Context: an optimization exercise on an open-source flow, tuned for small area and a short achievable clock period. The choices shown serve that exercise and are no tape-out recipe. No functional check of the RTL was part of any run shown here.

==> flow/design.v, too long to show whole: its modules and the start of the top module <==
// module isq_square: 488 lines
// module isq_xmul: 997 lines
// module isq_ymul: 961 lines
// module csa_fa: 10 lines
// module csa_ha: 9 lines
// module inv_sqrt_unit: 123 lines
// module pipe_reg: 16 lines
module inv_sqrt_unit #(
	parameter logic [5:0] PIPE = 6'b111111
) (
	input  logic clk,
	input  logic reset,
	input  logic in_valid,
	input  fp_pkg::int_t in_value,
	output logic out_valid,
	output fp_pkg::fp_t  out_fp,
	output fp_pkg::int_t out_fixed
);
  // ...
==> flow/run.sh <==
#!/bin/bash
# synth_recipe.tcl (not shown) runs the flow's synth.tcl, then flattens the netlist and writes it again
# the make line also repeats each setting of config.mk as NAME=value (left out here)
make -C /OpenROAD-flow-scripts/flow DESIGN_CONFIG=/design/flow/config.mk WORK_HOME=/design/flow/orfs CLKGATE_MAP_FILE= SYNTH_SCRIPT=/design/flow/synth_recipe.tcl finish
==> flow/config.mk <==
export PLATFORM = sky130hd
export DESIGN_NAME = inv_sqrt_unit
export DESIGN_NICKNAME = inv_sqrt_unit
export VERILOG_FILES = /design/flow/design.v
export SDC_FILE = /design/flow/constraint.sdc
export NUM_CORES = 4
export LEC_CHECK = 0
export ABC_CLOCK_PERIOD_IN_PS = 4000
export CAP_MARGIN = 20
export CORE_MARGIN = 2
export CORE_UTILIZATION = 40
export SETUP_SLACK_MARGIN = 5
export SLEW_MARGIN = 20
export SYNTH_HIERARCHICAL = 1
export SYNTH_MINIMUM_KEEP_SIZE = 0
==> flow/constraint.sdc <==
create_clock -name core_clock -period 9.5 [get_ports {clk}]
set_input_delay 1.9000 -clock core_clock [delete_from_list [all_inputs] [get_ports {clk}]]
set_output_delay 1.9000 -clock core_clock [all_outputs]
set_load 0.01 [all_outputs]
==> impl_metrics.yaml, run 1 <==
floorplan:
  start_util_pct: 40.5
  die_y_um: 276
  die_area_sq_um: 76100
sta:
  hold_viol: 0
  timing.fmax_ghz: 0.182
  finalSetupViolCount: 0
  maxSlewViolCount: 0
routing:
  dr.pass1.iters: 7
  routed-wl-met3_um: 4050
placed_design:
  hpwl_um: 58400
  dp_cells: 3661
worst_setup_path:
  rr_endpoint: "u_c3.q[16]$_DFF_P_"
grt:
  grt_pass1_wl_um: 131000
  top_usage_layer: "met2"
status:
  status: "complete, no violations"
layout:
  buf_share_pct: 7.89
  multi_input_area_share_pct: 71.0
  multiInputGateArea_sq_um: 26000
  stdcell_count: 3978
  fill_cells: 6445
  mostFrequentLayoutCell: "and2_1"
  largestRegisters: "u_c2.q x54, u_c1.q x38, u_c3.q x38"
clock_network:
  cts.clk_slew.worst_paths_ps: 80
min_path:
  hold_depth: 0
logic_synthesis:
  syn_area_sq_um: 29600
==> inputs of run 2 (changes only) <==
--- a/flow/config.mk
+++ b/flow/config.mk
@@ -13,3 +13 @@
 export SLEW_MARGIN = 20
-export SYNTH_HIERARCHICAL = 1
-export SYNTH_MINIMUM_KEEP_SIZE = 0
==> impl_metrics.yaml, run 2 <==
layout:
  area_growth_pct: 20.0
  top_register: "u_c2.q"
  largest_reg_flops: 53
  nets: 4353
  drive_above_1_share_pct: 19.4
  final_cell_mix: "inv_1, fa_1, nand2_1"
  mostFrequentLayoutCell: "inv_1"
  largestRegisters: "u_c2.q x53, u_c3.q x38, u_c1.q x37"
  fill_cells: 7064
logic_synthesis:
  synth_edf_count: 0
  synth.distinct_cells: 102
  yosys.area.top_type_share_pct: 35.5
  yosysMostFrequentCell: "inv_1"
  synth_common_cells: "inv_1, fa_1, nand2_1"
  async_flop_share_pct: 0
  synthTopCellsByArea: "fa_1, dfxtp_1, inv_1, ha_1, and2_1"
  synth_ff_type: "dfxtp_1"
  ys_ff_latch: 246
  synth_area_leader_cell: "fa_1"
  syn_area_per_cell_sq_um: 9.10
  synthCells: 3374
  ys_seq_area_share_pct: 16.0
  syn_area_sq_um: 30700
  yosysWarnings: 6
routing:
  routed-wl-met3_um: 3800
  drtIter0Drc: 1281
  top_layer_used: "met4"
  wl_met2_um: 38900
  drt_wl_total_um: 78700
  drt-met1-wl_um: 33800
  vias_per_cell: 4.91
  drc: 0
  ant_nets: 0
  routed-via-count: 22700
  routedWlPerCell_um: 17.0
  dr.pass1.iters: 5
grt:
  grt_pass1_vias: 23600
  grtUsageTotal_pct: 20.3
  antenna_found_initial: 3
  grt_max_degree: 33
  grt_pass1_wl_um: 127000
  gr-total-overflow: 0
sta:
  maxSlewViolCount: 0
  fin_crit_sh_pct: 66.5
  fin_skew_ps: 19.9
  max-slew-margin-rel_pct: 32.3
  tightest_slew_ps: 1010
  timing.fmax_ghz: 0.158
  period_minus_slack_ps: 6310
  setup_ws_ps: 3190
  hold_ws_ps: 322
  finalSetupViolCount: 0
  rsz0062_at_grt: "yes"
  fin_setup_tns_ps: 0
  hold_viol: 0
clock_network:
  clkSinkCount: 246
  cts_buffers: 28
  cts_root_buf: "clkbuf_16"
  clock_path_buffers: 3
  ctsHoldBuffers: 0
  cts.clk_slew.worst_paths_ps: 70
  clk_latency_ps: 590
  cts-htree-levels: 1
  cts_tree: "built"
min_path:
  hold_depth: 0
  hold_end: "u_c2.q[30]$_DFF_P_"
  min_from: "u_c1.q[14]$_DFF_P_"
  hold_class: "reg -> reg"
floorplan:
  die_width_um: 281
  die_area_sq_um: 79000
  start_util_pct: 40.4
  ios: 63
  die_y_um: 281
  rows: 101
  coreArea_sq_um: 75900
placed_design:
  globalplace.congestion: 0.863
  post-place-ws_ps: 2610
  hpwl_um: 55800
  numPortBuffers: 55
worst_setup_path:
  rr_endpoint: "u_c5.q[21]$_DFF_P_"
  critPathLaunch: "u_c4.q[11]$_DFF_P_"
  crit_type: "reg -> reg"
  r2r_start: "u_c4.q[11]$_DFF_P_"
  crit_fanout: 6
  cp_slowest_cell: "fa_1"
  path_buf_inv: 7
  slowest_delay_ps: 550
  critical_path_arrival_ps: 6790
  reg2reg_slack_ps: 3190
  end_kind: "flop"
  crit_required_ps: 9980
  reg2reg_depth: 26
  crit_path_start_kind: "flop"
  crit_family: "adder cells"
  path_common_cell: "fa_1"
run:
  maxCapViolCount: 0
status:
  status: "complete, no violations"
[run 2: timing repair]
action / in CTS / in global routing
cloned: 4 / 0
resized for setup: 232 / 123
pin swaps: 46 / 96
setup buffers: 167 / 71
setup endpoints to repair: 62 / 59
hold endpoints to repair: 0 / 0
[run 2: worst max path at each step]
stage	end	depth (start not counted)
final	u_c5.q[21]$_DFF_P_	26
after global routing	u_c5.q[21]$_DFF_P_	24
after CTS	u_c5.q[19]$_DFF_P_	25
after detailed placement	u_c5.q[19]$_DFF_P_	23
after global placement	u_c5.q[19]$_DFF_P_	21
after floorplan	u_c5.q[19]$_DFF_P_	23
[run 2: cells by family after synthesis]
kind of cell | synth area share [%]
AO/OA/AOI/OAI | 8.37
XOR/XNOR | 2.05
adder cells (fa/ha/maj) | 44.1
buffers and inverters | 11.2
flip-flops | 16.0
multiplexers | 2.07
other | 0.0244
AND/OR/NAND/NOR | 16.1
[run 2: metal layers]
layer,up-vias,global-route usage [%]
li1,10700,-
met1,11400,26.5
met2,572,35.8
met3,122,2.14
met4,0,5.06
met5,-,0
[run 2: through the flow]
stage / instances / instance area (sq um) / utilization, %
3_5_place_dp: 4336 / 32600 / 42.9
3_3_place_gp: 4336 / 32600 / 42.9
2_1_floorplan: 3379 / 31700 / -
6_report: 4631 / 36800 / 48.5
4_1_cts: 4559 / 35700 / 47.1
5_1_grt: 4630 / 36800 / 48.5
[run 2: worst reg2reg max path: cells and delay by family, from the launching register on]
| family | cells | cell delay, ps |
|---|---|---|
| fa+ha+maj | 6 | 2570 |
| buf+inv | 7 | 670 |
| flops | 1 | 390 |
| compound gates | 4 | 970 |
| simple gates | 6 | 950 |
| mux | 1 | 170 |
| xor+xnor | 2 | 460 |
[run 2: cell type report]
type                       instances  area (sq um)  share of cell area [%]
antenna                            1          2.50                 0.00679
clock buffer                      33           771                    2.09
clock inverter                    19           254                   0.689
inverter                         753          2850                    7.72
multi-input combinational       2247         23900                    64.8
sequential                       246          5180                    14.1
tap                             1030          1290                    3.50
timing repair buffer             302          2620                    7.12
==> module inv_sqrt_unit, before the edit <==
module inv_sqrt_unit #(
	parameter logic [5:0] PIPE = 6'b111111
) (
	input  logic clk,
	input  logic reset,
	input  logic in_valid,
	input  fp_pkg::int_t in_value,
	output logic out_valid,
	output fp_pkg::fp_t  out_fp,
	output fp_pkg::int_t out_fixed
);
	localparam int LAT = $countones(PIPE) + 1;
	logic [15:0] x;
	pipe_reg #(.W(16), .EN(PIPE[0])) u_c0 (.clk(clk), .d(in_value), .q(x));
	logic [15:0] n8, n4, n2, n1;
	logic [3:0]  lz;
	logic [3:0]  p;
	logic        e0;
	logic [15:0] sub;
	logic [15:0] a_u;
	logic        a_b1;
	logic        a_t1;
	logic [3:0]  a_c;
	logic        a_z0;
	logic        a_zn;
	assign lz[3] = (x[15:8] == '0);
	assign n8 = lz[3] ? {x[7:0], 8'd0} : x;
	assign lz[2] = (n8[15:12] == '0);
	assign n4 = lz[2] ? {n8[11:0], 4'd0} : n8;
	assign lz[1] = (n4[15:14] == '0);
	assign n2 = lz[1] ? {n4[13:0], 2'd0} : n4;
	assign lz[0] = ~n2[15];
	assign n1 = lz[0] ? {n2[14:0], 1'b0} : n2;
	assign p = ~lz;
	assign e0 = ~p[0];
	assign sub = {e0, n1[14:0]};
	assign a_u = 16'd28339 - sub;
	assign a_b1 = (sub > 16'd28339);
	assign a_t1 = (a_u >= 16'd27146);
	assign a_c = 4'(({1'b0, p} + 5'd1) >> 1) + {3'd0, a_b1};
	assign a_z0 = (~a_b1 & ~e0 & ~a_t1) | (a_b1 & e0);
	assign a_zn = a_b1 & ~e0;
	logic [15:0] b_u;
	logic [14:0] b_m;
	logic [3:0]  b_c;
	logic        b_t1, b_z0, b_zn;
	pipe_reg #(.W(16+15+4+3), .EN(PIPE[1])) u_c1 (.clk(clk),
		.d({a_u, n1[14:0], a_c, a_t1, a_z0, a_zn}),
		.q({b_u, b_m, b_c, b_t1, b_z0, b_zn}));
	logic [35:17] b_p1;
	logic [16:0] b_ysq;
	isq_square u_square (.u(b_u), .p(b_p1));
	assign b_ysq = b_t1 ? b_p1[34:18] : b_p1[33:17];
	logic [15:0] c_u;
	logic [14:0] c_m;
	logic [16:0] c_ysq;
	logic [3:0]  c_c;
	logic        c_z0, c_zn;
	pipe_reg #(.W(16+15+17+4+2), .EN(PIPE[2])) u_c2 (.clk(clk),
		.d({b_u, b_m, b_ysq, b_c, b_z0, b_zn}),
		.q({c_u, c_m, c_ysq, c_c, c_z0, c_zn}));
	logic [33:15] c_q;
	logic        c_t2;
	logic [16:0] c_xs;
	logic        c_d2;
	isq_xmul u_xmul (.m(c_m), .s(c_ysq), .q(c_q));
	assign c_t2 = c_q[33];
	assign c_xs = c_t2 ? c_q[32:16] : c_q[31:15];
	assign c_d2 = (c_z0 & ~c_t2) | (c_zn & c_t2);
	logic [15:0] d_u;
	logic [16:0] d_xs;
	logic [3:0]  d_c;
	logic        d_d2;
	pipe_reg #(.W(16+17+4+1), .EN(PIPE[3])) u_c3 (.clk(clk),
		.d({c_u, c_xs, c_c, c_d2}),
		.q({d_u, d_xs, d_c, d_d2}));
	logic [17:0] d_h;
	logic [17:0] d_dfull;
	logic [15:0] d_d;
	assign d_h = d_d2 ? 18'(({2'b01, d_xs} + 19'd1) >> 1) : {1'b1, d_xs};
	assign d_dfull = 18'd131072 - d_h;
	assign d_d = {d_dfull[15:1], d_dfull[0] & d_dfull[17]};
	logic [15:0] e_u;
	logic [15:0] e_d;
	logic [3:0]  e_c;
	pipe_reg #(.W(16+16+4), .EN(PIPE[4])) u_c4 (.clk(clk),
		.d({d_u, d_d, d_c}),
		.q({e_u, e_d, e_c}));
	logic [36:17] e_w;
	isq_ymul u_ymul (.u(e_u), .d(e_d[14:0]), .w(e_w));
	logic [19:0] f_w;
	logic [3:0]  f_c;
	pipe_reg #(.W(20+4), .EN(PIPE[5])) u_c5 (.clk(clk),
		.d({e_w[36:17], e_c}),
		.q({f_w, f_c}));
	logic [17:0] f_frac;
	logic [3:0]  f_exp;
	logic [3:0]  f_sh;
	logic [18:0] f_fix;
	assign f_frac = f_w[19] ? f_w[18:1] : f_w[17:0];
	assign f_exp = 4'd15 - f_c + {3'd0, f_w[19]};
	assign f_sh = f_c - {3'd0, f_w[19]};
	assign f_fix = {1'b1, f_frac} >> (5'd4 + {1'b0, f_sh});
	logic [LAT-1:0] vpipe;
	always_ff @(posedge clk) begin
		if (reset) begin
			vpipe <= '0;
		end else begin
			vpipe <= {vpipe[LAT-2:0], in_valid};
		end
	end
	assign out_valid = vpipe[LAT-1];
	logic [3:0]  o_exp;
	logic [17:0] o_frac;
	logic [13:0] o_fix;
	always_ff @(posedge clk) begin
		o_exp <= f_exp;
		o_frac <= f_frac;
		o_fix <= f_fix[13:0];
	end
	assign out_fp = {5'b00111, o_exp, o_frac};
	assign out_fixed = {2'b00, o_fix};
endmodule
==> inputs of run 3 (changes only) <==
--- a/flow/design.v
+++ b/flow/design.v
@@ -13,5 +13,7 @@
 `default_nettype none
-module isq_square (
+module isq_square_tree (
 	input  logic [15:0] u,
-	output logic [35:17] p
+	output logic [35:17] ra,
+	output logic [35:17] rb,
+	output logic ci
 );
@@ -258,191 +260,192 @@
 	logic s120, c120;
-	csa_ha u_ha121 (.a(u[10]), .b(u[5]), .s(s120), .co(c120));
+	assign s120 = ~u[8];
+	assign c120 = u[8];
 	logic s121, c121;
-	csa_ha u_ha122 (.a(u[11]), .b(w22), .s(s121), .co(c121));
+	csa_ha u_ha122 (.a(u[10]), .b(u[5]), .s(s121), .co(c121));
 	logic s122, c122;
-	csa_fa u_fa123 (.a(u[12]), .b(u[6]), .c(w10), .s(s122), .co(c122));
+	csa_ha u_ha123 (.a(u[11]), .b(w22), .s(s122), .co(c122));
 	logic s123, c123;
-	csa_ha u_ha124 (.a(w23), .b(w35), .s(s123), .co(c123));
+	csa_fa u_fa124 (.a(u[12]), .b(u[6]), .c(w10), .s(s123), .co(c123));
 	logic s124, c124;
-	csa_fa u_fa125 (.a(u[13]), .b(w11), .c(w24), .s(s124), .co(c124));
+	csa_ha u_ha125 (.a(w23), .b(w35), .s(s124), .co(c124));
 	logic s125, c125;
-	csa_ha u_ha126 (.a(w36), .b(w47), .s(s125), .co(c125));
+	csa_fa u_fa126 (.a(u[13]), .b(w11), .c(w24), .s(s125), .co(c125));
 	logic s126, c126;
-	csa_fa u_fa127 (.a(u[14]), .b(u[7]), .c(w12), .s(s126), .co(c126));
+	csa_ha u_ha127 (.a(w36), .b(w47), .s(s126), .co(c126));
 	logic s127, c127;
-	csa_fa u_fa128 (.a(w25), .b(w37), .c(w48), .s(s127), .co(c127));
+	csa_fa u_fa128 (.a(u[14]), .b(u[7]), .c(w12), .s(s127), .co(c127));
 	logic s128, c128;
-	csa_ha u_ha129 (.a(w58), .b(w67), .s(s128), .co(c128));
+	csa_fa u_fa129 (.a(w25), .b(w37), .c(w48), .s(s128), .co(c128));
 	logic s129, c129;
-	csa_fa u_fa130 (.a(u[15]), .b(w13), .c(w26), .s(s129), .co(c129));
+	csa_ha u_ha130 (.a(w58), .b(w67), .s(s129), .co(c129));
 	logic s130, c130;
-	csa_fa u_fa131 (.a(w38), .b(w49), .c(w59), .s(s130), .co(c130));
+	csa_fa u_fa131 (.a(u[15]), .b(w13), .c(w26), .s(s130), .co(c130));
 	logic s131, c131;
-	csa_ha u_ha132 (.a(w68), .b(w76), .s(s131), .co(c131));
+	csa_fa u_fa132 (.a(w38), .b(w49), .c(w59), .s(s131), .co(c131));
 	logic s132, c132;
-	csa_fa u_fa133 (.a(u[8]), .b(w14), .c(w27), .s(s132), .co(c132));
+	csa_ha u_ha133 (.a(w68), .b(w76), .s(s132), .co(c132));
 	logic s133, c133;
-	csa_fa u_fa134 (.a(w39), .b(w50), .c(w60), .s(s133), .co(c133));
+	csa_fa u_fa134 (.a(w14), .b(w27), .c(w39), .s(s133), .co(c133));
 	logic s134, c134;
-	csa_fa u_fa135 (.a(w69), .b(w77), .c(w84), .s(s134), .co(c134));
+	csa_fa u_fa135 (.a(w50), .b(w60), .c(w69), .s(s134), .co(c134));
 	logic s135, c135;
-	csa_fa u_fa136 (.a(u[0]), .b(w28), .c(w40), .s(s135), .co(c135));
+	csa_fa u_fa136 (.a(w77), .b(w84), .c(s120), .s(s135), .co(c135));
 	logic s136, c136;
-	csa_fa u_fa137 (.a(w51), .b(w61), .c(w70), .s(s136), .co(c136));
+	csa_fa u_fa137 (.a(u[0]), .b(w28), .c(w40), .s(s136), .co(c136));
 	logic s137, c137;
-	csa_ha u_ha138 (.a(w78), .b(w85), .s(s137), .co(c137));
+	csa_fa u_fa138 (.a(w51), .b(w61), .c(w70), .s(s137), .co(c137));
 	logic s138, c138;
-	csa_fa u_fa139 (.a(u[1]), .b(u[9]), .c(w41), .s(s138), .co(c138));
+	csa_fa u_fa139 (.a(w78), .b(w85), .c(c120), .s(s138), .co(c138));
 	logic s139, c139;
-	csa_fa u_fa140 (.a(w52), .b(w62), .c(w71), .s(s139), .co(c139));
+	csa_fa u_fa140 (.a(u[1]), .b(u[9]), .c(w41), .s(s139), .co(c139));
 	logic s140, c140;
-	csa_fa u_fa141 (.a(w79), .b(w86), .c(w92), .s(s140), .co(c140));
+	csa_fa u_fa141 (.a(w52), .b(w62), .c(w71), .s(s140), .co(c140));
 	logic s141, c141;
-	csa_fa u_fa142 (.a(u[2]), .b(w53), .c(w63), .s(s141), .co(c141));
+	csa_fa u_fa142 (.a(w79), .b(w86), .c(w92), .s(s141), .co(c141));
 	logic s142, c142;
-	csa_fa u_fa143 (.a(w72), .b(w80), .c(w87), .s(s142), .co(c142));
+	csa_fa u_fa143 (.a(u[2]), .b(w53), .c(w63), .s(s142), .co(c142));
 	logic s143, c143;
-	csa_fa u_fa144 (.a(u[10]), .b(u[3]), .c(w64), .s(s143), .co(c143));
+	csa_fa u_fa144 (.a(w72), .b(w80), .c(w87), .s(s143), .co(c143));
 	logic s144, c144;
-	csa_fa u_fa145 (.a(w73), .b(w81), .c(w88), .s(s144), .co(c144));
+	csa_fa u_fa145 (.a(u[10]), .b(u[3]), .c(w64), .s(s144), .co(c144));
 	logic s145, c145;
-	csa_fa u_fa146 (.a(u[4]), .b(w100), .c(w74), .s(s145), .co(c145));
+	csa_fa u_fa146 (.a(w73), .b(w81), .c(w88), .s(s145), .co(c145));
 	logic s146, c146;
-	csa_fa u_fa147 (.a(u[11]), .b(u[5]), .c(w101), .s(s146), .co(c146));
+	csa_fa u_fa147 (.a(u[4]), .b(w100), .c(w74), .s(s146), .co(c146));
 	logic s147, c147;
-	csa_ha u_ha148 (.a(u[3]), .b(u[6]), .s(s147), .co(c147));
+	csa_fa u_fa148 (.a(u[11]), .b(u[5]), .c(w101), .s(s147), .co(c147));
 	logic s148, c148;
-	csa_ha u_ha149 (.a(u[7]), .b(w18), .s(s148), .co(c148));
+	csa_ha u_ha149 (.a(u[3]), .b(u[6]), .s(s148), .co(c148));
 	logic s149, c149;
-	csa_fa u_fa150 (.a(u[4]), .b(u[8]), .c(w19), .s(s149), .co(c149));
+	csa_ha u_ha150 (.a(u[7]), .b(w18), .s(s149), .co(c149));
 	logic s150, c150;
-	csa_ha u_ha151 (.a(w31), .b(w42), .s(s150), .co(c150));
+	csa_fa u_fa151 (.a(u[4]), .b(u[8]), .c(w19), .s(s150), .co(c150));
 	logic s151, c151;
-	csa_fa u_fa152 (.a(u[9]), .b(w20), .c(w32), .s(s151), .co(c151));
+	csa_ha u_ha152 (.a(w31), .b(w42), .s(s151), .co(c151));
 	logic s152, c152;
-	csa_ha u_ha153 (.a(w43), .b(w7), .s(s152), .co(c152));
+	csa_fa u_fa153 (.a(u[9]), .b(w20), .c(w32), .s(s152), .co(c152));
 	logic s153, c153;
-	csa_fa u_fa154 (.a(w21), .b(w33), .c(w44), .s(s153), .co(c153));
+	csa_ha u_ha154 (.a(w43), .b(w7), .s(s153), .co(c153));
 	logic s154, c154;
-	csa_fa u_fa155 (.a(w54), .b(w8), .c(s120), .s(s154), .co(c154));
+	csa_fa u_fa155 (.a(w21), .b(w33), .c(w44), .s(s154), .co(c154));
 	logic s155, c155;
-	csa_fa u_fa156 (.a(w34), .b(w45), .c(w55), .s(s155), .co(c155));
+	csa_fa u_fa156 (.a(w54), .b(w8), .c(s121), .s(s155), .co(c155));
 	logic s156, c156;
-	csa_fa u_fa157 (.a(w9), .b(c120), .c(s121), .s(s156), .co(c156));
+	csa_fa u_fa157 (.a(w34), .b(w45), .c(w55), .s(s156), .co(c156));
 	logic s157, c157;
-	csa_fa u_fa158 (.a(w46), .b(w56), .c(w65), .s(s157), .co(c157));
+	csa_fa u_fa158 (.a(w9), .b(c121), .c(s122), .s(s157), .co(c157));
 	logic s158, c158;
-	csa_fa u_fa159 (.a(c121), .b(s123), .c(s122), .s(s158), .co(c158));
+	csa_fa u_fa159 (.a(w46), .b(w56), .c(w65), .s(s158), .co(c158));
 	logic s159, c159;
-	csa_fa u_fa160 (.a(w57), .b(w66), .c(c123), .s(s159), .co(c159));
+	csa_fa u_fa160 (.a(c122), .b(s124), .c(s123), .s(s159), .co(c159));
 	logic s160, c160;
-	csa_fa u_fa161 (.a(s125), .b(c122), .c(s124), .s(s160), .co(c160));
+	csa_fa u_fa161 (.a(w57), .b(w66), .c(c124), .s(s160), .co(c160));
 	logic s161, c161;
-	csa_fa u_fa162 (.a(w75), .b(c125), .c(s128), .s(s161), .co(c161));
+	csa_fa u_fa162 (.a(s126), .b(c123), .c(s125), .s(s161), .co(c161));
 	logic s162, c162;
-	csa_fa u_fa163 (.a(c124), .b(s126), .c(s127), .s(s162), .co(c162));
+	csa_fa u_fa163 (.a(w75), .b(c126), .c(s129), .s(s162), .co(c162));
 	logic s163, c163;
-	csa_fa u_fa164 (.a(c128), .b(s131), .c(c126), .s(s163), .co(c163));
+	csa_fa u_fa164 (.a(c125), .b(s127), .c(s128), .s(s163), .co(c163));
 	logic s164, c164;
-	csa_fa u_fa165 (.a(c127), .b(s129), .c(s130), .s(s164), .co(c164));
+	csa_fa u_fa165 (.a(c129), .b(s132), .c(c127), .s(s164), .co(c164));
 	logic s165, c165;
-	csa_fa u_fa166 (.a(c131), .b(c129), .c(c130), .s(s165), .co(c165));
+	csa_fa u_fa166 (.a(c128), .b(s130), .c(s131), .s(s165), .co(c165));
 	logic s166, c166;
-	csa_fa u_fa167 (.a(s132), .b(s133), .c(s134), .s(s166), .co(c166));
+	csa_fa u_fa167 (.a(c132), .b(c130), .c(c131), .s(s166), .co(c166));
 	logic s167, c167;
-	csa_fa u_fa168 (.a(s137), .b(c132), .c(c133), .s(s167), .co(c167));
+	csa_fa u_fa168 (.a(s133), .b(s134), .c(s135), .s(s167), .co(c167));
 	logic s168, c168;
-	csa_fa u_fa169 (.a(c134), .b(s135), .c(s136), .s(s168), .co(c168));
+	csa_fa u_fa169 (.a(c133), .b(c134), .c(s136), .s(s168), .co(c168));
 	logic s169, c169;
-	csa_fa u_fa170 (.a(c137), .b(c135), .c(c136), .s(s169), .co(c169));
+	csa_fa u_fa170 (.a(s137), .b(c135), .c(s138), .s(s169), .co(c169));
 	logic s170, c170;
-	csa_fa u_fa171 (.a(s138), .b(s139), .c(s140), .s(s170), .co(c170));
+	csa_fa u_fa171 (.a(c136), .b(c137), .c(s139), .s(s170), .co(c170));
 	logic s171, c171;
-	csa_fa u_fa172 (.a(w93), .b(c138), .c(c139), .s(s171), .co(c171));
+	csa_fa u_fa172 (.a(s140), .b(s141), .c(c138), .s(s171), .co(c171));
 	logic s172, c172;
-	csa_fa u_fa173 (.a(c140), .b(s141), .c(s142), .s(s172), .co(c172));
+	csa_fa u_fa173 (.a(w93), .b(c139), .c(c140), .s(s172), .co(c172));
 	logic s173, c173;
-	csa_fa u_fa174 (.a(w94), .b(w99), .c(c141), .s(s173), .co(c173));
+	csa_fa u_fa174 (.a(c141), .b(s142), .c(s143), .s(s173), .co(c173));
 	logic s174, c174;
-	csa_fa u_fa175 (.a(c142), .b(s143), .c(s144), .s(s174), .co(c174));
+	csa_fa u_fa175 (.a(w94), .b(w99), .c(c142), .s(s174), .co(c174));
 	logic s175, c175;
-	csa_fa u_fa176 (.a(w82), .b(w89), .c(w95), .s(s175), .co(c175));
+	csa_fa u_fa176 (.a(c143), .b(s144), .c(s145), .s(s175), .co(c175));
 	logic s176, c176;
-	csa_fa u_fa177 (.a(c143), .b(c144), .c(s145), .s(s176), .co(c176));
+	csa_fa u_fa177 (.a(w82), .b(w89), .c(w95), .s(s176), .co(c176));
 	logic s177, c177;
-	csa_fa u_fa178 (.a(w105), .b(w83), .c(w90), .s(s177), .co(c177));
+	csa_fa u_fa178 (.a(c144), .b(c145), .c(s146), .s(s177), .co(c177));
 	logic s178, c178;
-	csa_fa u_fa179 (.a(w96), .b(c145), .c(s146), .s(s178), .co(c178));
+	csa_fa u_fa179 (.a(w105), .b(w83), .c(w90), .s(s178), .co(c178));
 	logic s179, c179;
-	csa_fa u_fa180 (.a(u[6]), .b(w102), .c(w106), .s(s179), .co(c179));
+	csa_fa u_fa180 (.a(w96), .b(c146), .c(s147), .s(s179), .co(c179));
 	logic s180, c180;
-	csa_fa u_fa181 (.a(w91), .b(w97), .c(c146), .s(s180), .co(c180));
+	csa_fa u_fa181 (.a(u[6]), .b(w102), .c(w106), .s(s180), .co(c180));
 	logic s181, c181;
-	csa_fa u_fa182 (.a(u[12]), .b(u[7]), .c(w103), .s(s181), .co(c181));
+	csa_fa u_fa182 (.a(w91), .b(w97), .c(c147), .s(s181), .co(c181));
 	logic s182, c182;
-	csa_fa u_fa183 (.a(w107), .b(w110), .c(w98), .s(s182), .co(c182));
+	csa_fa u_fa183 (.a(u[12]), .b(u[7]), .c(w103), .s(s182), .co(c182));
 	logic s183, c183;
-	csa_fa u_fa184 (.a(u[8]), .b(w104), .c(w108), .s(s183), .co(c183));
+	csa_fa u_fa184 (.a(w107), .b(w110), .c(w98), .s(s183), .co(c183));
 	logic s184, c184;
-	csa_fa u_fa185 (.a(u[13]), .b(u[9]), .c(w109), .s(s184), .co(c184));
+	csa_fa u_fa185 (.a(u[8]), .b(w104), .c(w108), .s(s184), .co(c184));
 	logic s185, c185;
-	csa_ha u_ha186 (.a(u[2]), .b(u[4]), .s(s185), .co(c185));
+	csa_fa u_fa186 (.a(u[13]), .b(u[9]), .c(w109), .s(s185), .co(c185));
 	logic s186, c186;
-	csa_ha u_ha187 (.a(u[5]), .b(w16), .s(s186), .co(c186));
+	csa_ha u_ha187 (.a(u[2]), .b(u[4]), .s(s186), .co(c186));
 	logic s187, c187;
-	csa_fa u_fa188 (.a(w17), .b(w29), .c(w4), .s(s187), .co(c187));
+	csa_ha u_ha188 (.a(u[5]), .b(w16), .s(s187), .co(c187));
 	logic s188, c188;
-	csa_fa u_fa189 (.a(w30), .b(w5), .c(c147), .s(s188), .co(c188));
+	csa_fa u_fa189 (.a(w17), .b(w29), .c(w4), .s(s188), .co(c188));
 	logic s189, c189;
-	csa_fa u_fa190 (.a(w6), .b(c148), .c(s150), .s(s189), .co(c189));
+	csa_fa u_fa190 (.a(w30), .b(w5), .c(c148), .s(s189), .co(c189));
 	logic s190, c190;
-	csa_fa u_fa191 (.a(c150), .b(s152), .c(c149), .s(s190), .co(c190));
+	csa_fa u_fa191 (.a(w6), .b(c149), .c(s151), .s(s190), .co(c190));
 	logic s191, c191;
-	csa_fa u_fa192 (.a(c152), .b(c151), .c(s153), .s(s191), .co(c191));
+	csa_fa u_fa192 (.a(c151), .b(s153), .c(c150), .s(s191), .co(c191));
 	logic s192, c192;
-	csa_fa u_fa193 (.a(c153), .b(s155), .c(c154), .s(s192), .co(c192));
+	csa_fa u_fa193 (.a(c153), .b(c152), .c(s154), .s(s192), .co(c192));
 	logic s193, c193;
-	csa_fa u_fa194 (.a(c155), .b(s157), .c(c156), .s(s193), .co(c193));
+	csa_fa u_fa194 (.a(c154), .b(s156), .c(c155), .s(s193), .co(c193));
 	logic s194, c194;
-	csa_fa u_fa195 (.a(c157), .b(s159), .c(c158), .s(s194), .co(c194));
+	csa_fa u_fa195 (.a(c156), .b(s158), .c(c157), .s(s194), .co(c194));
 	logic s195, c195;
-	csa_fa u_fa196 (.a(c159), .b(s161), .c(c160), .s(s195), .co(c195));
+	csa_fa u_fa196 (.a(c158), .b(s160), .c(c159), .s(s195), .co(c195));
 	logic s196, c196;
-	csa_fa u_fa197 (.a(c161), .b(c162), .c(s163), .s(s196), .co(c196));
+	csa_fa u_fa197 (.a(c160), .b(s162), .c(c161), .s(s196), .co(c196));
 	logic s197, c197;
-	csa_fa u_fa198 (.a(c163), .b(c164), .c(s165), .s(s197), .co(c197));
+	csa_fa u_fa198 (.a(c162), .b(c163), .c(s164), .s(s197), .co(c197));
 	logic s198, c198;
-	csa_fa u_fa199 (.a(c165), .b(c166), .c(s167), .s(s198), .co(c198));
+	csa_fa u_fa199 (.a(c164), .b(c165), .c(s166), .s(s198), .co(c198));
 	logic s199, c199;
-	csa_fa u_fa200 (.a(c167), .b(c168), .c(s169), .s(s199), .co(c199));
+	csa_fa u_fa200 (.a(c166), .b(s168), .c(c167), .s(s199), .co(c199));
 	logic s200, c200;
-	csa_fa u_fa201 (.a(c169), .b(c170), .c(s171), .s(s200), .co(c200));
+	csa_fa u_fa201 (.a(c168), .b(s170), .c(c169), .s(s200), .co(c200));
 	logic s201, c201;
-	csa_fa u_fa202 (.a(c171), .b(c172), .c(s173), .s(s201), .co(c201));
+	csa_fa u_fa202 (.a(c170), .b(s172), .c(s173), .s(s201), .co(c201));
 	logic s202, c202;
-	csa_fa u_fa203 (.a(s175), .b(c173), .c(c174), .s(s202), .co(c202));
+	csa_fa u_fa203 (.a(c172), .b(c173), .c(s174), .s(s202), .co(c202));
 	logic s203, c203;
-	csa_fa u_fa204 (.a(c175), .b(s177), .c(c176), .s(s203), .co(c203));
+	csa_fa u_fa204 (.a(s176), .b(c174), .c(c175), .s(s203), .co(c203));
 	logic s204, c204;
-	csa_fa u_fa205 (.a(c177), .b(s179), .c(c178), .s(s204), .co(c204));
+	csa_fa u_fa205 (.a(c176), .b(s178), .c(c177), .s(s204), .co(c204));
 	logic s205, c205;
-	csa_fa u_fa206 (.a(c179), .b(s181), .c(s182), .s(s205), .co(c205));
+	csa_fa u_fa206 (.a(c178), .b(s180), .c(c179), .s(s205), .co(c205));
 	logic s206, c206;
-	csa_fa u_fa207 (.a(w111), .b(c181), .c(c182), .s(s206), .co(c206));
+	csa_fa u_fa207 (.a(c180), .b(s182), .c(s183), .s(s206), .co(c206));
 	logic s207, c207;
-	csa_fa u_fa208 (.a(w112), .b(w114), .c(c183), .s(s207), .co(c207));
+	csa_fa u_fa208 (.a(w111), .b(c182), .c(c183), .s(s207), .co(c207));
 	logic s208, c208;
-	csa_fa u_fa209 (.a(u[10]), .b(w113), .c(w115), .s(s208), .co(c208));
+	csa_fa u_fa209 (.a(w112), .b(w114), .c(c184), .s(s208), .co(c208));
 	logic s209, c209;
-	csa_fa u_fa210 (.a(u[11]), .b(u[14]), .c(w116), .s(s209), .co(c209));
+	csa_fa u_fa210 (.a(u[10]), .b(w113), .c(w115), .s(s209), .co(c209));
 	logic s210, c210;
-	csa_ha u_ha211 (.a(u[1]), .b(u[2]), .s(s210), .co(c210));
+	csa_fa u_fa211 (.a(u[11]), .b(u[14]), .c(w116), .s(s210), .co(c210));
 	logic s211, c211;
-	csa_ha u_ha212 (.a(u[3]), .b(w1), .s(s211), .co(c211));
+	csa_ha u_ha212 (.a(u[1]), .b(u[2]), .s(s211), .co(c211));
 	logic s212, c212;
-	csa_fa u_fa213 (.a(w15), .b(w2), .c(s185), .s(s212), .co(c212));
+	csa_ha u_ha213 (.a(u[3]), .b(w1), .s(s212), .co(c212));
 	logic s213, c213;
-	csa_fa u_fa214 (.a(w3), .b(c185), .c(s186), .s(s213), .co(c213));
+	csa_fa u_fa214 (.a(w15), .b(w2), .c(s186), .s(s213), .co(c213));
 	logic s214, c214;
-	csa_fa u_fa215 (.a(s147), .b(c186), .c(s187), .s(s214), .co(c214));
+	csa_fa u_fa215 (.a(w3), .b(c186), .c(s187), .s(s214), .co(c214));
 	logic s215, c215;
@@ -452,35 +455,35 @@
 	logic s217, c217;
-	csa_fa u_fa218 (.a(s151), .b(c189), .c(s190), .s(s217), .co(c217));
+	csa_fa u_fa218 (.a(s150), .b(c189), .c(s190), .s(s217), .co(c217));
 	logic s218, c218;
-	csa_fa u_fa219 (.a(s154), .b(c190), .c(s191), .s(s218), .co(c218));
+	csa_fa u_fa219 (.a(s152), .b(c190), .c(s191), .s(s218), .co(c218));
 	logic s219, c219;
-	csa_fa u_fa220 (.a(s156), .b(c191), .c(s192), .s(s219), .co(c219));
+	csa_fa u_fa220 (.a(s155), .b(c191), .c(s192), .s(s219), .co(c219));
 	logic s220, c220;
-	csa_fa u_fa221 (.a(s158), .b(c192), .c(s193), .s(s220), .co(c220));
+	csa_fa u_fa221 (.a(s157), .b(c192), .c(s193), .s(s220), .co(c220));
 	logic s221, c221;
-	csa_fa u_fa222 (.a(s160), .b(c193), .c(s194), .s(s221), .co(c221));
+	csa_fa u_fa222 (.a(s159), .b(c193), .c(s194), .s(s221), .co(c221));
 	logic s222, c222;
-	csa_fa u_fa223 (.a(s162), .b(c194), .c(s195), .s(s222), .co(c222));
+	csa_fa u_fa223 (.a(s161), .b(c194), .c(s195), .s(s222), .co(c222));
 	logic s223, c223;
-	csa_fa u_fa224 (.a(s164), .b(c195), .c(s196), .s(s223), .co(c223));
+	csa_fa u_fa224 (.a(s163), .b(c195), .c(s196), .s(s223), .co(c223));
 	logic s224, c224;
-	csa_fa u_fa225 (.a(s166), .b(c196), .c(s197), .s(s224), .co(c224));
+	csa_fa u_fa225 (.a(s165), .b(c196), .c(s197), .s(s224), .co(c224));
 	logic s225, c225;
-	csa_fa u_fa226 (.a(s168), .b(c197), .c(s198), .s(s225), .co(c225));
+	csa_fa u_fa226 (.a(s167), .b(c197), .c(s198), .s(s225), .co(c225));
 	logic s226, c226;
-	csa_fa u_fa227 (.a(s170), .b(c198), .c(s199), .s(s226), .co(c226));
+	csa_fa u_fa227 (.a(s169), .b(c198), .c(s199), .s(s226), .co(c226));
 	logic s227, c227;
-	csa_fa u_fa228 (.a(s172), .b(c199), .c(s200), .s(s227), .co(c227));
+	csa_fa u_fa228 (.a(s171), .b(c199), .c(s200), .s(s227), .co(c227));
 	logic s228, c228;
-	csa_fa u_fa229 (.a(s174), .b(c200), .c(s201), .s(s228), .co(c228));
+	csa_fa u_fa229 (.a(c171), .b(s201), .c(c200), .s(s228), .co(c228));
 	logic s229, c229;
-	csa_fa u_fa230 (.a(s176), .b(c201), .c(s202), .s(s229), .co(c229));
+	csa_fa u_fa230 (.a(s175), .b(c201), .c(s202), .s(s229), .co(c229));
 	logic s230, c230;
-	csa_fa u_fa231 (.a(s178), .b(c202), .c(s203), .s(s230), .co(c230));
+	csa_fa u_fa231 (.a(s177), .b(c202), .c(s203), .s(s230), .co(c230));
 	logic s231, c231;
-	csa_fa u_fa232 (.a(s180), .b(c203), .c(s204), .s(s231), .co(c231));
+	csa_fa u_fa232 (.a(s179), .b(c203), .c(s204), .s(s231), .co(c231));
 	logic s232, c232;
-	csa_fa u_fa233 (.a(c180), .b(s205), .c(c204), .s(s232), .co(c232));
+	csa_fa u_fa233 (.a(s181), .b(c204), .c(s205), .s(s232), .co(c232));
 	logic s233, c233;
-	csa_fa u_fa234 (.a(s183), .b(c205), .c(s206), .s(s233), .co(c233));
+	csa_fa u_fa234 (.a(c181), .b(s206), .c(c205), .s(s233), .co(c233));
 	logic s234, c234;
@@ -488,19 +491,26 @@
 	logic s235, c235;
-	csa_fa u_fa236 (.a(c184), .b(s208), .c(c207), .s(s235), .co(c235));
+	csa_fa u_fa236 (.a(s185), .b(c207), .c(s208), .s(s235), .co(c235));
 	logic s236, c236;
-	csa_fa u_fa237 (.a(w117), .b(c208), .c(s209), .s(s236), .co(c236));
+	csa_fa u_fa237 (.a(c185), .b(s209), .c(c208), .s(s236), .co(c236));
 	logic s237, c237;
-	csa_fa u_fa238 (.a(u[12]), .b(w118), .c(c209), .s(s237), .co(c237));
+	csa_fa u_fa238 (.a(w117), .b(c209), .c(s210), .s(s237), .co(c237));
 	logic s238, c238;
-	csa_fa u_fa239 (.a(u[13]), .b(u[15]), .c(w119), .s(s238), .co(c238));
-	logic [35:0] row_a, row_b, total;
-	assign row_a = {1'b0, u[15], c238, c237, c236, c235, c234, c233, c232, c231, c230, c229, c228, c227, c226, c225, c224, c223, c222, c221, c220, c219, c218, c217, c216, c215, c214, c213, c212, c211, c210, s210, u[0], 1'b0, 1'b0, 1'b0};
-	assign row_b = {1'b0, 1'b0, u[14], s238, s237, s236, s235, s234, s233, s232, s231, s230, s229, s228, s227, s226, s225, s224, s223, s222, s221, s220, s219, s218, s217, s216, s215, s214, s213, s212, s211, w0, u[1], 1'b0, 1'b0, 1'b0};
-	assign total = row_a + row_b + 36'd17180131329;
-	assign p = total[35:17];
+	csa_fa u_fa239 (.a(u[12]), .b(w118), .c(c210), .s(s238), .co(c238));
+	logic s239, c239;
+	csa_fa u_fa240 (.a(u[13]), .b(u[15]), .c(w119), .s(s239), .co(c239));
+	logic [16:0] lo_a, lo_b;
+	logic [17:0] lo_sum;
+	assign ra = {1'b0, 1'b1, c239, c238, c237, c236, c235, c234, c233, c232, c231, c230, c229, c228, c227, c226, c225, c224, c223};
+	assign rb = {1'b0, u[15], u[14], s239, s238, s237, s236, s235, s234, s233, s232, s231, s230, s229, s228, s227, s226, s225, s224};
+	assign lo_a = {c222, c221, c220, c219, c218, c217, c216, c215, c214, c213, c212, c211, s211, u[0], 1'b0, 1'b0, 1'b1};
+	assign lo_b = {s223, s222, s221, s220, s219, s218, s217, s216, s215, s214, s213, s212, w0, u[1], 1'b0, 1'b0, 1'b0};
+	assign lo_sum = {1'b0, lo_a} + {1'b0, lo_b};
+	assign ci = lo_sum[17];
 endmodule
-module isq_xmul (
+module isq_xmul_tree (
 	input  logic [14:0] m,
 	input  logic [16:0] s,
-	output logic [33:15] q
+	output logic [33:15] ra,
+	output logic [33:15] rb,
+	output logic ci
 );
@@ -1492,12 +1502,17 @@
 	csa_fa u_fa493 (.a(m[14]), .b(s[16]), .c(c462), .s(s492), .co(c492));
-	logic [33:0] row_a, row_b, total;
-	assign row_a = {1'b0, c492, c491, c490, c489, c488, c487, c486, c485, c484, c483, c482, c481, c480, c479, c478, c477, c476, c475, c474, c473, c472, c471, c470, c469, c468, c467, c466, c465, c464, c463, s463, w1, w0};
-	assign row_b = {1'b0, 1'b0, s492, s491, s490, s489, s488, s487, s486, s485, s484, s483, s482, s481, s480, s479, s478, s477, s476, s475, s474, s473, s472, s471, s470, s469, s468, s467, s466, s465, s464, w34, w17, 1'b0};
-	assign total = row_a + row_b + 34'd4294967296;
-	assign q = total[33:15];
+	logic [14:0] lo_a, lo_b;
+	logic [15:0] lo_sum;
+	assign ra = {1'b0, c492, c491, c490, c489, c488, c487, c486, c485, c484, c483, c482, c481, c480, c479, c478, c477, c476, c475};
+	assign rb = {1'b0, 1'b1, s492, s491, s490, s489, s488, s487, s486, s485, s484, s483, s482, s481, s480, s479, s478, s477, s476};
+	assign lo_a = {c474, c473, c472, c471, c470, c469, c468, c467, c466, c465, c464, c463, s463, w1, w0};
+	assign lo_b = {s475, s474, s473, s472, s471, s470, s469, s468, s467, s466, s465, s464, w34, w17, 1'b0};
+	assign lo_sum = {1'b0, lo_a} + {1'b0, lo_b};
+	assign ci = lo_sum[15];
 endmodule
-module isq_ymul (
+module isq_ymul_tree (
 	input  logic [15:0] u,
 	input  logic [14:0] d,
-	output logic [36:17] w
+	output logic [36:17] ra,
+	output logic [36:17] rb,
+	output logic ci
 );
@@ -1988,5 +2003,5 @@
 	logic s242, c242;
-	csa_fa u_fa243 (.a(w224), .b(w103), .c(w118), .s(s242), .co(c242));
+	csa_fa1 u_fa243 (.a(w224), .b(w103), .s(s242), .co(c242));
 	logic s243, c243;
-	csa_ha u_ha244 (.a(w13), .b(w133), .s(s243), .co(c243));
+	csa_fa u_fa244 (.a(w118), .b(w13), .c(w133), .s(s243), .co(c243));
 	logic s244, c244;
@@ -2004,5 +2019,5 @@
 	logic s250, c250;
-	csa_fa u_fa251 (.a(d[1]), .b(w107), .c(w122), .s(s250), .co(c250));
+	csa_fa1 u_fa251 (.a(d[1]), .b(w107), .s(s250), .co(c250));
 	logic s251, c251;
-	csa_ha u_ha252 (.a(w137), .b(w152), .s(s251), .co(c251));
+	csa_fa u_fa252 (.a(w122), .b(w137), .c(w152), .s(s251), .co(c251));
 	logic s252, c252;
@@ -2048,3 +2063,3 @@
 	logic s272, c272;
-	csa_fa u_fa273 (.a(w88), .b(c241), .c(s243), .s(s272), .co(c272));
+	csa_fa u_fa273 (.a(w88), .b(c241), .c(s242), .s(s272), .co(c272));
 	logic s273, c273;
@@ -2056,3 +2071,3 @@
 	logic s276, c276;
-	csa_fa u_fa277 (.a(c243), .b(c242), .c(s244), .s(s276), .co(c276));
+	csa_fa u_fa277 (.a(c242), .b(c243), .c(s244), .s(s276), .co(c276));
 	logic s277, c277;
@@ -2080,3 +2095,3 @@
 	logic s288, c288;
-	csa_fa u_fa289 (.a(s251), .b(c248), .c(c249), .s(s288), .co(c288));
+	csa_fa u_fa289 (.a(c248), .b(c249), .c(s250), .s(s288), .co(c288));
 	logic s289, c289;
@@ -2088,3 +2103,3 @@
 	logic s292, c292;
-	csa_fa u_fa293 (.a(c251), .b(s253), .c(c250), .s(s292), .co(c292));
+	csa_fa u_fa293 (.a(s253), .b(c250), .c(c251), .s(s292), .co(c292));
 	logic s293, c293;
@@ -2162,3 +2177,3 @@
 	logic s329, c329;
-	csa_fa u_fa330 (.a(c268), .b(s242), .c(s269), .s(s329), .co(c329));
+	csa_fa u_fa330 (.a(c268), .b(s243), .c(s269), .s(s329), .co(c329));
 	logic s330, c330;
@@ -2186,3 +2201,3 @@
 	logic s341, c341;
-	csa_fa u_fa342 (.a(s250), .b(s285), .c(s286), .s(s341), .co(c341));
+	csa_fa u_fa342 (.a(s251), .b(s285), .c(s286), .s(s341), .co(c341));
 	logic s342, c342;
@@ -2418,3 +2433,3 @@
 	logic s457, c457;
-	csa_fa u_fa458 (.a(s387), .b(c427), .c(s428), .s(s457), .co(c457));
+	csa_fa u_fa458 (.a(c427), .b(s387), .c(s428), .s(s457), .co(c457));
 	logic s458, c458;
@@ -2453,7 +2468,19 @@
 	csa_fa u_fa475 (.a(u[12]), .b(w224), .c(c444), .s(s474), .co(c474));
-	logic [36:0] row_a, row_b, total;
-	assign row_a = {1'b0, 1'b0, u[15], u[14], c474, c473, c472, c471, c470, c469, c468, c467, c466, c465, c464, c463, c462, c461, c460, c459, c458, c457, c456, c455, c454, c453, c452, c451, c450, c449, c448, c447, c446, c445, s445, d[1], d[0]};
-	assign row_b = {1'b0, 1'b0, 1'b0, 1'b0, u[13], s474, s473, s472, s471, s470, s469, s468, s467, s466, s465, s464, s463, s462, s461, s460, s459, s458, s457, s456, s455, s454, s453, s452, s451, s450, s449, s448, s447, s446, w16, w0, 1'b0};
-	assign total = row_a + row_b + 37'd30065049600;
-	assign w = total[36:17];
+	logic s475, c475;
+	assign s475 = ~u[13];
+	assign c475 = u[13];
+	logic s476, c476;
+	assign s476 = ~u[14];
+	assign c476 = u[14];
+	logic s477, c477;
+	assign s477 = ~u[15];
+	assign c477 = u[15];
+	logic [16:0] lo_a, lo_b;
+	logic [17:0] lo_sum;
+	assign ra = {1'b0, c477, c476, c475, c474, c473, c472, c471, c470, c469, c468, c467, c466, c465, c464, c463, c462, c461, c460, c459};
+	assign rb = {1'b0, 1'b0, s477, s476, s475, s474, s473, s472, s471, s470, s469, s468, s467, s466, s465, s464, s463, s462, s461, s460};
+	assign lo_a = {c458, c457, c456, c455, c454, c453, c452, c451, c450, c449, c448, c447, c446, c445, s445, d[1], d[0]};
+	assign lo_b = {s459, s458, s457, s456, s455, s454, s453, s452, s451, s450, s449, s448, s447, s446, w16, w0, 1'b0};
+	assign lo_sum = {1'b0, lo_a} + {1'b0, lo_b};
+	assign ci = lo_sum[17];
 endmodule
@@ -2469,2 +2496,11 @@
 endmodule
+module csa_fa1 (
+	input  logic a,
+	input  logic b,
+	output logic s,
+	output logic co
+);
+	assign s = ~(a ^ b);
+	assign co = a | b;
+endmodule
 module csa_ha (
@@ -2482,3 +2518,3 @@
 module inv_sqrt_unit #(
-	parameter logic [5:0] PIPE = 6'b111111
+	parameter logic [9:0] PIPE = 10'b1111111111
 ) (
@@ -2497,11 +2533,2 @@
 	logic [3:0]  lz;
-	logic [3:0]  p;
-	logic        e0;
-	logic [15:0] sub;
-	logic [15:0] a_u;
-	logic        a_b1;
-	logic        a_t1;
-	logic [3:0]  a_c;
-	logic        a_z0;
-	logic        a_zn;
 	assign lz[3] = (x[15:8] == '0);
@@ -2514,9 +2541,20 @@
 	assign n1 = lz[0] ? {n2[14:0], 1'b0} : n2;
-	assign p = ~lz;
-	assign e0 = ~p[0];
-	assign sub = {e0, n1[14:0]};
+	logic [14:0] a_m;
+	logic [3:0]  a_p;
+	pipe_reg #(.W(15+4), .EN(PIPE[1])) u_c1 (.clk(clk),
+		.d({n1[14:0], ~lz}), .q({a_m, a_p}));
+	logic        e0;
+	logic [15:0] sub;
+	logic [15:0] a_u;
+	logic        a_b1;
+	logic        a_t1;
+	logic [3:0]  a_c;
+	logic        a_z0;
+	logic        a_zn;
+	assign e0 = ~a_p[0];
+	assign sub = {e0, a_m};
 	assign a_u = 16'd28339 - sub;
 	assign a_b1 = (sub > 16'd28339);
-	assign a_t1 = (a_u >= 16'd27146);
-	assign a_c = 4'(({1'b0, p} + 5'd1) >> 1) + {3'd0, a_b1};
+	assign a_t1 = a_b1 | (sub <= 16'd1193);
+	assign a_c = 4'(({1'b0, a_p} + 5'd1) >> 1) + {3'd0, a_b1};
 	assign a_z0 = (~a_b1 & ~e0 & ~a_t1) | (a_b1 & e0);
@@ -2527,59 +2565,89 @@
 	logic        b_t1, b_z0, b_zn;
-	pipe_reg #(.W(16+15+4+3), .EN(PIPE[1])) u_c1 (.clk(clk),
-		.d({a_u, n1[14:0], a_c, a_t1, a_z0, a_zn}),
+	pipe_reg #(.W(16+15+4+3), .EN(PIPE[2])) u_c2 (.clk(clk),
+		.d({a_u, a_m, a_c, a_t1, a_z0, a_zn}),
 		.q({b_u, b_m, b_c, b_t1, b_z0, b_zn}));
-	logic [35:17] b_p1;
-	logic [16:0] b_ysq;
-	isq_square u_square (.u(b_u), .p(b_p1));
-	assign b_ysq = b_t1 ? b_p1[34:18] : b_p1[33:17];
-	logic [15:0] c_u;
-	logic [14:0] c_m;
-	logic [16:0] c_ysq;
-	logic [3:0]  c_c;
-	logic        c_z0, c_zn;
-	pipe_reg #(.W(16+15+17+4+2), .EN(PIPE[2])) u_c2 (.clk(clk),
-		.d({b_u, b_m, b_ysq, b_c, b_z0, b_zn}),
-		.q({c_u, c_m, c_ysq, c_c, c_z0, c_zn}));
-	logic [33:15] c_q;
-	logic        c_t2;
-	logic [16:0] c_xs;
-	logic        c_d2;
-	isq_xmul u_xmul (.m(c_m), .s(c_ysq), .q(c_q));
-	assign c_t2 = c_q[33];
-	assign c_xs = c_t2 ? c_q[32:16] : c_q[31:15];
-	assign c_d2 = (c_z0 & ~c_t2) | (c_zn & c_t2);
+	logic [35:17] b_ra, b_rb;
+	logic         b_ci;
+	isq_square_tree u_square (.u(b_u), .ra(b_ra), .rb(b_rb), .ci(b_ci));
+	logic [35:17] c_ra, c_rb;
+	logic         c_ci;
+	logic [15:0]  c_u;
+	logic [14:0]  c_m;
+	logic [3:0]   c_c;
+	logic         c_t1, c_z0, c_zn;
+	pipe_reg #(.W(19+19+1+16+15+4+3), .EN(PIPE[3])) u_c3 (.clk(clk),
+		.d({b_ra, b_rb, b_ci, b_u, b_m, b_c, b_t1, b_z0, b_zn}),
+		.q({c_ra, c_rb, c_ci, c_u, c_m, c_c, c_t1, c_z0, c_zn}));
+	logic [35:17] c_p1;
+	logic [16:0]  c_ysq;
+	assign c_p1 = c_ra + c_rb + {18'd0, c_ci};
+	assign c_ysq = c_t1 ? c_p1[34:18] : c_p1[33:17];
 	logic [15:0] d_u;
-	logic [16:0] d_xs;
+	logic [14:0] d_m;
+	logic [16:0] d_ysq;
 	logic [3:0]  d_c;
-	logic        d_d2;
-	pipe_reg #(.W(16+17+4+1), .EN(PIPE[3])) u_c3 (.clk(clk),
-		.d({c_u, c_xs, c_c, c_d2}),
-		.q({d_u, d_xs, d_c, d_d2}));
-	logic [17:0] d_h;
-	logic [17:0] d_dfull;
-	logic [15:0] d_d;
-	assign d_h = d_d2 ? 18'(({2'b01, d_xs} + 19'd1) >> 1) : {1'b1, d_xs};
-	assign d_dfull = 18'd131072 - d_h;
-	assign d_d = {d_dfull[15:1], d_dfull[0] & d_dfull[17]};
-	logic [15:0] e_u;
-	logic [15:0] e_d;
-	logic [3:0]  e_c;
-	pipe_reg #(.W(16+16+4), .EN(PIPE[4])) u_c4 (.clk(clk),
-		.d({d_u, d_d, d_c}),
-		.q({e_u, e_d, e_c}));
-	logic [36:17] e_w;
-	isq_ymul u_ymul (.u(e_u), .d(e_d[14:0]), .w(e_w));
-	logic [19:0] f_w;
+	logic        d_z0, d_zn;
+	pipe_reg #(.W(16+15+17+4+2), .EN(PIPE[4])) u_c4 (.clk(clk),
+		.d({c_u, c_m, c_ysq, c_c, c_z0, c_zn}),
+		.q({d_u, d_m, d_ysq, d_c, d_z0, d_zn}));
+	logic [33:15] d_ra, d_rb;
+	logic         d_ci;
+	isq_xmul_tree u_xmul (.m(d_m), .s(d_ysq), .ra(d_ra), .rb(d_rb), .ci(d_ci));
+	logic [33:15] e_ra, e_rb;
+	logic         e_ci;
+	logic [15:0]  e_u;
+	logic [3:0]   e_c;
+	logic         e_z0, e_zn;
+	pipe_reg #(.W(19+19+1+16+4+2), .EN(PIPE[5])) u_c5 (.clk(clk),
+		.d({d_ra, d_rb, d_ci, d_u, d_c, d_z0, d_zn}),
+		.q({e_ra, e_rb, e_ci, e_u, e_c, e_z0, e_zn}));
+	logic [33:15] e_q;
+	logic         e_t2;
+	logic [16:0]  e_xs;
+	logic         e_d2;
+	assign e_q = e_ra + e_rb + {18'd0, e_ci};
+	assign e_t2 = e_q[33];
+	assign e_xs = e_t2 ? e_q[32:16] : e_q[31:15];
+	assign e_d2 = (e_z0 & ~e_t2) | (e_zn & e_t2);
+	logic [15:0] f_u;
+	logic [16:0] f_xs;
 	logic [3:0]  f_c;
-	pipe_reg #(.W(20+4), .EN(PIPE[5])) u_c5 (.clk(clk),
-		.d({e_w[36:17], e_c}),
-		.q({f_w, f_c}));
-	logic [17:0] f_frac;
-	logic [3:0]  f_exp;
-	logic [3:0]  f_sh;
-	logic [18:0] f_fix;
-	assign f_frac = f_w[19] ? f_w[18:1] : f_w[17:0];
-	assign f_exp = 4'd15 - f_c + {3'd0, f_w[19]};
-	assign f_sh = f_c - {3'd0, f_w[19]};
-	assign f_fix = {1'b1, f_frac} >> (5'd4 + {1'b0, f_sh});
+	logic        f_d2;
+	pipe_reg #(.W(16+17+4+1), .EN(PIPE[6])) u_c6 (.clk(clk),
+		.d({e_u, e_xs, e_c, e_d2}),
+		.q({f_u, f_xs, f_c, f_d2}));
+	logic [17:0] f_h;
+	logic [17:0] f_dfull;
+	logic [14:0] f_d;
+	assign f_h = f_d2 ? 18'(({2'b01, f_xs} + 19'd1) >> 1) : {1'b1, f_xs};
+	assign f_dfull = 18'd131072 - f_h;
+	assign f_d = {f_dfull[14:1], f_dfull[0] & f_dfull[17]};
+	logic [15:0] g_u;
+	logic [14:0] g_d;
+	logic [3:0]  g_c;
+	pipe_reg #(.W(16+15+4), .EN(PIPE[7])) u_c7 (.clk(clk),
+		.d({f_u, f_d, f_c}),
+		.q({g_u, g_d, g_c}));
+	logic [36:17] g_ra, g_rb;
+	logic         g_ci;
+	isq_ymul_tree u_ymul (.u(g_u), .d(g_d), .ra(g_ra), .rb(g_rb), .ci(g_ci));
+	logic [36:17] h_ra, h_rb;
+	logic         h_ci;
+	logic [3:0]   h_c;
+	pipe_reg #(.W(20+20+1+4), .EN(PIPE[8])) u_c8 (.clk(clk),
+		.d({g_ra, g_rb, g_ci, g_c}),
+		.q({h_ra, h_rb, h_ci, h_c}));
+	logic [36:17] h_w;
+	assign h_w = h_ra + h_rb + {19'd0, h_ci};
+	logic [36:17] i_w;
+	logic [3:0]   i_c;
+	pipe_reg #(.W(20+4), .EN(PIPE[9])) u_c9 (.clk(clk),
+		.d({h_w, h_c}),
+		.q({i_w, i_c}));
+	logic [17:0] i_frac;
+	logic [3:0]  i_exp;
+	logic [19:0] i_fix;
+	assign i_frac = i_w[36] ? i_w[35:18] : i_w[34:17];
+	assign i_exp = 4'd15 - i_c + {3'd0, i_w[36]};
+	assign i_fix = i_w >> (5'd4 + {1'b0, i_c});
 	logic [LAT-1:0] vpipe;
@@ -2597,5 +2665,5 @@
 	always_ff @(posedge clk) begin
-		o_exp <= f_exp;
-		o_frac <= f_frac;
-		o_fix <= f_fix[13:0];
+		o_exp <= i_exp;
+		o_frac <= i_frac;
+		o_fix <= i_fix[13:0];
 	end
--- a/flow/config.mk
+++ b/flow/config.mk
@@ -7,3 +7,3 @@
 export LEC_CHECK = 0
-export ABC_CLOCK_PERIOD_IN_PS = 4000
+export ABC_CLOCK_PERIOD_IN_PS = 3000
 export CAP_MARGIN = 20
@@ -11,3 +11,4 @@
 export CORE_UTILIZATION = 40
-export SETUP_SLACK_MARGIN = 5
 export SLEW_MARGIN = 20
+export SYNTH_HIERARCHICAL = 1
+export SYNTH_MINIMUM_KEEP_SIZE = 0
==> impl_metrics.yaml, run 3 <==
worst_setup_path:
  crit_type: "reg -> reg"
  rr_endpoint: "u_c8.q[4]$_DFF_P_"
  critical_path_arrival_ps: 5260
  critPathCapture: "u_c8.q[4]$_DFF_P_"
  r2r_start: "u_c7.q[11]$_DFF_P_"
  crit_fanout: 18
  crit_required_ps: 9950
  critPathLaunch: "u_c7.q[11]$_DFF_P_"
  reg2reg_depth: 12
  crit_path_start_kind: "flop"
  end_kind: "flop"
  reg2reg_slack_ps: 4690
grt:
  antenna_found_initial: 2
  top_usage_layer: "met2"
  grt_pass1_vias: 21500
  grt_max_degree: 28
  grtUsageMet2_pct: 30.2
  grtUsageTotal_pct: 17.4
  gr-total-overflow: 0
  met3_usage_pct: 2.21
  grt_pass1_wl_um: 115000
  grt_use_met1_pct: 22.4
logic_synthesis:
  syn_area_sq_um: 32300
  syn_area_per_cell_sq_um: 11.7
  yosysWarnings: 16
  synthCells: 2769
routing:
  drtIter0Drc: 1006
  routedWlPerCell_um: 18.5
  drt_wl_total_um: 69800
  dr.pass1.iters: 5
  drc: 0
  routed-via-count: 19100
  vias_per_cell: 5.05
  ant_nets: 0
run:
  maxCapViolCount: 0
layout:
  nets: 3397
  largestRegisters: "u_c3.q x75, u_c5.q x61, u_c4.q x54"
  drive_above_1_share_pct: 6.70
  largest_reg_flops: 75
  final_cell_mix: "and2_1, fa_1, dfxtp_1"
  top_register: "u_c3.q"
  mostFrequentLayoutCell: "and2_1"
  area_growth_pct: 7.39
floorplan:
  start_util_pct: 40.2
  die_width_um: 288
  rows: 104
  die_y_um: 288
  coreArea_sq_um: 80300
  ios: 63
  die_area_sq_um: 83100
clock_network:
  cts_buffers: 47
  cts_root_buf: "clkbuf_16"
  cts-htree-levels: 2
  clk_latency_ps: 590
  clkSinkCount: 452
  ctsHoldBuffers: 0
  cts.clk_slew.worst_paths_ps: 70
  post_cts_resized: 0
  clock_path_buffers: 3
  cts_setup_buffers: 0
  cts_tree: "built"
sta:
  max-slew-margin-rel_pct: 31.4
  fin_setup_tns_ps: 0
  tightest_slew_ps: 1030
  hold_ws_ps: 295
  fin_crit_sh_pct: 50.6
  rsz0062_at_grt: "no"
  hold_viol: 0
  timing.fmax_ghz: 0.208
  period_minus_slack_ps: 4810
  maxSlewViolCount: 0
  fin_skew_ps: 34.3
  finalSetupViolCount: 0
placed_design:
  numPortBuffers: 55
  hpwl_um: 50700
  globalplace.congestion: 0.885
status:
  status: "complete, no violations"
min_path:
  hold_class: "reg -> reg"
[run 3: stage by stage]
stage	worst slack [ps]	utilization (%)	cell area, sq um	cells
detailed placement	4630	41.2	33100	3690
global route	4490	43.2	34700	3775
floorplan	5100	-	32300	2777
CTS	4640	43.2	34700	3775
finish	4690	43.2	34700	3778
global placement	4800	41.2	33100	3690
[run 3: how the worst min path moves through the flow]
| stage | from | to | slack [ps] | cells after the start |
|---|---|---|---|---|
| 4_1_cts | u_c6.q[31]$_DFF_P_ | u_c7.q[28]$_DFF_P_ | 290 | 0 |
| 3_5_place_dp | u_c2.q[15]$_DFF_P_ | u_c3.q[15]$_DFF_P_ | 310 | 0 |
| 5_1_grt | u_c6.q[31]$_DFF_P_ | u_c7.q[28]$_DFF_P_ | 300 | 0 |
| 3_3_place_gp | u_c3.q[35]$_DFF_P_ | u_c4.q[51]$_DFF_P_ | 310 | 0 |
| 6_report | u_c6.q[31]$_DFF_P_ | u_c7.q[28]$_DFF_P_ | 290 | 0 |
| 2_1_floorplan | u_c2.q[0]$_DFF_P_ | u_c3.q[0]$_DFF_P_ | 310 | 0 |
[run 3: cell type report]
cell class | count | area (sq um)
diodes | 3 | 7.51
clock buffers | 61 | 1320
clock inverters | 24 | 305
fillers | 7382 | 45600
inverters | 50 | 188
multi-input cells | 2049 | 21800
flip-flops and latches | 452 | 9050
well taps | 1060 | 1330
repair buffers | 79 | 731
[run 3: per-layer routing]
layer,share of wire [%],vias to the layer above
met2,50,450
li1,-,8712
met3,3.9,140
met5,0,-
met1,43,9794
met4,3.3,0
[run 3: worst max-delay path: stages (launching register included)]
cell and delay (ps):
dfxtp_1 760, and2_1 250, fa_1 440, fa_1 530, fa_1 450, fa_1 400, fa_1 510, fa_1 430
ha_1 300, nand3_1 120, nor2_1 60, a211oi_1 310, o41ai_2 130

==> separate check: timing with driven ports <==
The flow's constraints put no driver on any port. The routed layouts listed below were extracted and timed again, unchanged, in two steps. Step 1 sets driving cells, clkbuf_16 on the clock port and buf_2 on the other inputs (assumed; they add their load-dependent delay and slew). Step 2, shift: input delay + t, output delay - t, t = (earliest + latest rising clock arrival at the registers) / 2. This alone moves slack from input paths to output paths. a / b / c = ideal ports / drivers / drivers and shift; a / b = the first two.
| run | t (ns) | slack for setup (ns) | worst register clock-pin slew, ns |
|---|---|---|---|
| run 1 | 0.615 | 3.992 / 3.992 / 3.992 | 0.08 / 0.08 |
| run 2 | 0.639 | 3.187 / 3.187 / 3.187 | 0.08 / 0.08 |
| run 3 | 0.635 | 4.691 / 4.691 / 4.691 | 0.07 / 0.07 |
After both steps setup and hold are still met in every run listed.
